Context: an optimization exercise on an open-source flow, tuned for small area, a short achievable clock period and few clock cycles per item. The choices shown serve that exercise and are no tape-out recipe. No run shown here included a check of the RTL's function; only the layout flow was run. No activity file was given, so power comes from the tool's default toggle rates.

## flow/design.v (module list and top-level ports; edited modules follow where they fit)
// module closest_colour_pixel_tracker: 1838 lines
// module ccpt_fa: 10 lines
module closest_colour_pixel_tracker (
  input  wire         clk,
  input  wire         rst_n,
  input  wire         cfg_we,
  input  wire  [2:0]  cfg_idx,
  input  wire  [23:0] cfg_wdata,
  input  wire         in_valid,
  output wire         in_stall,
  input  wire  [47:0] in_data,
  output wire         out_valid,
  input  wire         out_stall,
  output wire  [68:0] out_data
);
  // ...
==> flow/run.sh <==
#!/bin/bash
# synth_recipe.tcl (not shown) runs the flow's synth.tcl, then flattens the netlist and writes it again
# the make line also repeats each setting of config.mk as NAME=value (left out here)
make -C /OpenROAD-flow-scripts/flow DESIGN_CONFIG=/design/flow/config.mk WORK_HOME=/design/flow/orfs CLKGATE_MAP_FILE= SYNTH_SCRIPT=/design/flow/synth_recipe.tcl finish
==> flow/config.mk <==
export PLATFORM = sky130hd
export DESIGN_NAME = closest_colour_pixel_tracker
export DESIGN_NICKNAME = closest_colour_pixel_tracker
export VERILOG_FILES = /design/flow/design.v
export SDC_FILE = /design/flow/constraint.sdc
export NUM_CORES = 4
export LEC_CHECK = 0
export CAP_MARGIN = 20
export CORE_MARGIN = 2
export CORE_UTILIZATION = 40
export SETUP_SLACK_MARGIN = 4.3
export SLEW_MARGIN = 20
export SYNTH_HIERARCHICAL = 1
==> flow/constraint.sdc <==
create_clock -name core_clock -period 7.5 [get_ports {clk}]
set_input_delay 1.5000 -clock core_clock [delete_from_list [all_inputs] [get_ports {clk}]]
set_output_delay 1.5000 -clock core_clock [all_outputs]
set_load 0.01 [all_outputs]
==> impl_metrics.toml, run 1 <==
[floorplan]
num_rows = 101
die_height_um = 281
io-pin-count = 151
start_util = 0.403

[timing]
setup_viol = 0
tightest_slew_ps = 913
fmax_mhz = 290

[setup_path]
r2r-start = "thr_x[10]$_DFF_P_"
r2r_cells = 13
cpLargestDelayFamily = "adder cells"

[clocking]
root_buffer = "clkbuf_16"
cts.htree.levels = 2
cts_resized = 114
clkTransAtPathRegs_ps = 60
cts.sinks = 577
clk_path_buf_depth = 3

[min_path]
min_from = "s2_t2_2$_DFF_P_"
hold_depth = 0

[cells_and_area]
reg.largest.list = "tgn0: 24 flops, tgn1: 24 flops, tgn2: 24 flops"
drive_gt1_frac = 0.107

[grt]
grt_overflow = 0
grt.met1_usage = 0.250

[pwr]
pwr-share-clk = 0.253
power_clock_mw = 3.17
combinationalPower_mw = 4.99

[yosys]
synth-simple-area-share = 0.138
yosysWarnings = 7
synth-xor-area-share = 0.0246

[job]
drv_cap = 0

[place]
postPlaceCellArea_sq_mm = 0.0333

[run_status]
outcome = "complete, no violations"

[route]
first_pass_iters = 5
wl_met2_mm = 34.5
==> run 2, diff against run 1 <==
--- a/flow/config.mk
+++ b/flow/config.mk
@@ -9,4 +9,6 @@
 export CORE_MARGIN = 2
 export CORE_UTILIZATION = 40
+export CTS_BUF_LIST = sky130_fd_sc_hd__clkbuf_4 sky130_fd_sc_hd__clkbuf_8
+export CTS_CLUSTER_SIZE = 30
 export SETUP_SLACK_MARGIN = 4.3
 export SLEW_MARGIN = 20
==> run 2 against run 1 <==
  * Still clean
  * Utilization up 0.16 points
  * Non-clock buffer count down 2
  * Final cell count rose by 1.8%
  * Clock power increased by 3%
  * Hold slack improved by 16 ps
  * Global-route usage up 0.18 points
  * Critical endpoint is now thr_sq2[14]$_SDFFE_PN1P_
  * Synthesized area did not move
  * Via count increased by 1.5%
  * Clock skew fell by 4.3 ps
  * Register-to-register slack improved by 30 ps
  * Sequential share of layout area down 0.15 points
  * Highest routed layer unchanged
  * Flip-flop and latch count did not move
==> impl_metrics.toml, run 2 <==
[cells_and_area]
fin_nets = 3578
reg.largest.list = "tgn0: 24 flops, tgn1: 24 flops, tgn2: 24 flops"
drive_gt1_frac = 0.127
final_cell_mix = "dfxtp_1 (506), fa_1 (352), and2_1 (285)"
nFillCells = 6892
final_common_cell = "dfxtp_1"
final_util = 0.478
fin_area_sq_mm = 0.0362
finalNonFillerCells = 3987
area_growth_pct = 18.5

[place]
gp_congestion = 0.860
place_inst = 3784
portBuffers = 150
postPlaceCellArea_sq_mm = 0.0333
dpl.hpwl_mm = 57.2
place_ws_ps = 2510

[floorplan]
die_w_um = 281
core_area_sq_mm = 0.0758
die_height_um = 281
io-pin-count = 151
start_util = 0.403
fp.dieArea_sq_mm = 0.0787
num_rows = 101

[yosys]
syn-num-nets = 3378
synth_top_family_by_area = "adder cells"
synth-xor-area-share = 0.0246
netlist.area_leader.share = 0.378
synth_fa_ha_area_frac = 0.324
synth_top_cell_by_area = "dfxtp_1"
synth.area.top_cells = "dfxtp_1 (38%), fa_1 (24%), ha_1 (8.0%)"
synth-seq-cells = 577
async_flop_share = 0
synth-simple-area-share = 0.138
synth_edf_count = 0
ys_types = 58
synth-compound-area-share = 0.0928
yosys-top-cells-count = "dfxtp_1 (577), fa_1 (372), and2_1 (287), ha_1 (196), nand2_1 (174)"
synth_area_sq_mm = 0.0306
synth.most_common_cell = "dfxtp_1"
synth_cells = 2730
yosysSeqAreaShare = 0.378
yosysWarnings = 7
muxShareOfSynthArea = 0.0121
avgSynthCellArea_sq_um = 11.2
synth_ff_type = "dfxtp_1"

[min_path]
min_from = "s2_t2_2$_DFF_P_"
min_path_type = "flip-flop to flip-flop"
hold_depth = 0

[grt]
track_usage = 0.194
grt_pass1_vias = 22012
antenna_found_initial = 5
grt_pass1_wl_mm = 119
grt_overflow = 0
grt_max_degree = 116

[pwr]
pwr-share-clk = 0.259
pwr_density_cell_mw_per_mm2 = 348
vdd_drop_max_uv = 175
p_leak_nw = 16.2
sw_frac_of_total = 0.362
p_sw_mw = 4.56
p_total_mw = 12.6
p_int_mw = 8.04
p_seq_frac = 0.346
comb_power_share = 0.395

[setup_path]
crit_top_cell = "fa_2"
cp_slowest_cell = "fa_1"
cp_cell_sequence = "and2_4 > fa_2 > fa_1 > fa_2 > fa_2 > ha_4 > a211oi_2 > a211oi_2 > buf_4 > xnor2_4 > nand2_1 > o21ai_1 > nand2_1"
cp-end-kind = "flip-flop"
r2r-start = "thr_x[10]$_DFF_P_"
path_buf_inv = 1
critPathKind = "flip-flop to flip-flop"
cpLargestDelayFamily = "adder cells"
critical_path_required_ps = 8090
start_kind = "flip-flop"
startpoint = "thr_x[10]$_DFF_P_"
worstPathMaxFanout = 5
r2r_cells = 13
crit_arrival_ps = 3990
crit_path_max_incr_delay_ps = 470
path_depth = 13

[route]
totalWireLength_mm = 74.0
first_pass_iters = 5
dr.first_iter.drc_count = 896
drc = 0
routedWlPerCell_um = 18.6
viasPerCell = 5.05
vias = 20123
ant_nets = 0

[timing]
tightest_slew_ps = 915
setup_viol = 0
hold_viol_final = 0
fmax_mhz = 294
fin_crit_sh = 0.453
rsz0062_at_grt = "yes"
report.final.slew_viol_count = 0
maxSlewHeadroom = 0.390
timing.setup.tns_ps = 0
hold-worst-slack_ps = 300
final.setup_skew_ps = 65.7
finalCriticalPeriod_ps = 3400
worst_slack_ps = 4100

[clocking]
root_buffer = "clkbuf_8"
tritoncts = "built"
clk_latency_ps = 760
cts.sinks = 577
cts.htree.levels = 3
clk_path_buf_depth = 3
numCtsBuffers = 100
clkTransAtPathRegs_ps = 60

[job]
drv_cap = 0

[run_status]
outcome = "complete, no violations"
[run 2: area by class of cell]
| type | instances | area [sq um] | share of cell area |
|---|---|---|---|
| Antenna cell | 2 | 5.00 | 0.000138 |
| Clock buffer | 139 | 1780 | 0.0490 |
| Clock inverter | 40 | 539 | 0.0149 |
| Inverter | 152 | 598 | 0.0165 |
| Multi-Input combinational cell | 1916 | 18600 | 0.514 |
| Sequential cell | 577 | 11600 | 0.321 |
| Tap cell | 978 | 1220 | 0.0338 |
| Timing Repair Buffer | 183 | 1820 | 0.0502 |
[run 2: worst register-to-register path, delay by kind of cell, from the launching register on]
family	cells	cell delay, ps
fa+ha+maj	5	1840
compound gates	3	370
flops	1	350
simple gates	3	290
xor+xnor	1	240
buf+inv	1	170
[run 2: routing by layer]
| layer | wire [um] | track usage | vias to the layer above | share of wire |
|---|---|---|---|---|
| li1 | - | - | 9513 | - |
| met2 | 35000 | 0.323 | 468 | 0.47 |
| met3 | 3670 | 0.0402 | 123 | 0.050 |
| met1 | 33200 | 0.250 | 10015 | 0.45 |
| met5 | 30 | 0 | - | 0.00041 |
| met4 | 2120 | 0.0654 | 4 | 0.029 |
[run 2: kinds of logic (layout without fill, tap and decap cells)]
kind of cell / count (synthesis) / in the layout
flip-flops: 577 / 577
AND/OR/NAND/NOR: 812 / 812
XOR/XNOR: 86 / 86
adder cells (fa/ha/maj): 568 / 568
buffers and inverters: 237 / 514
AO/OA/AOI/OAI: 412 / 412
multiplexers: 37 / 37
other: 1 / 3
[run 2: power by group through the flow]
stage          registers [mW]  clock network (mW)  logic (mW)
2_1_floorplan            4.11                   0        3.65
3_3_place_gp             4.40                   0        4.86
3_5_place_dp             4.41                   0        4.99
4_1_cts                  4.35                3.35        5.11
5_1_grt                  4.43                3.50        5.81
6_report                 4.36                3.26        4.98
[run 2: worst paths after layout]
kind,end,slack [ps]
setup / recovery,thr_sq2[14]$_SDFFE_PN1P_,4100
hold / removal,s3_d2[2]$_DFF_P_,300
setup reg to reg,thr_sq2[14]$_SDFFE_PN1P_,4100
hold reg to reg,s3_d2[2]$_DFF_P_,300
[run 2: Yosys stat by module (local to each module, per instance)]
module,flops+latches,cell area [sq um]
closest_colour_pixel_tracker,577,23700
ccpt_fa,0,20.0
[run 2: what timing repair did]
item / in CTS / in global routing
resized for setup: 146 / 91
hold buffers: 0 / 0
buffers inserted: 16 / 6
pin swaps: 20 / 17
setup endpoints to repair: 107 / 77

==> what the ideal ports hide <==
The flow's constraints put no driver on any port. The routed layouts listed below were extracted and timed again, unchanged, in two steps.
Step 1: set_driving_cell puts a clkbuf_16 on clk and a buf_2 on each other input, an assumption about the parent block.
Step 2, shift: input delay + t, output delay - t, t = (earliest + latest rising clock arrival at the registers) / 2. This alone moves slack from input paths to output paths.
Slacks: no drivers / after step 1 / after step 2; pairs: no drivers / after step 1.
run	t (ns)	slack for setup (ns)	slew at the worst register clock pin (ns)
run 1	0.692	4.054 / 4.025 / 3.333	0.06 / 0.06
run 2	0.781	4.103 / 4.103 / 3.329	0.07 / 0.07
After both steps setup and hold are still met in every run listed. For run 2, which loses most, drivers alone change the setup slack by 0.000 ns; drivers and shift together by -0.774 ns.
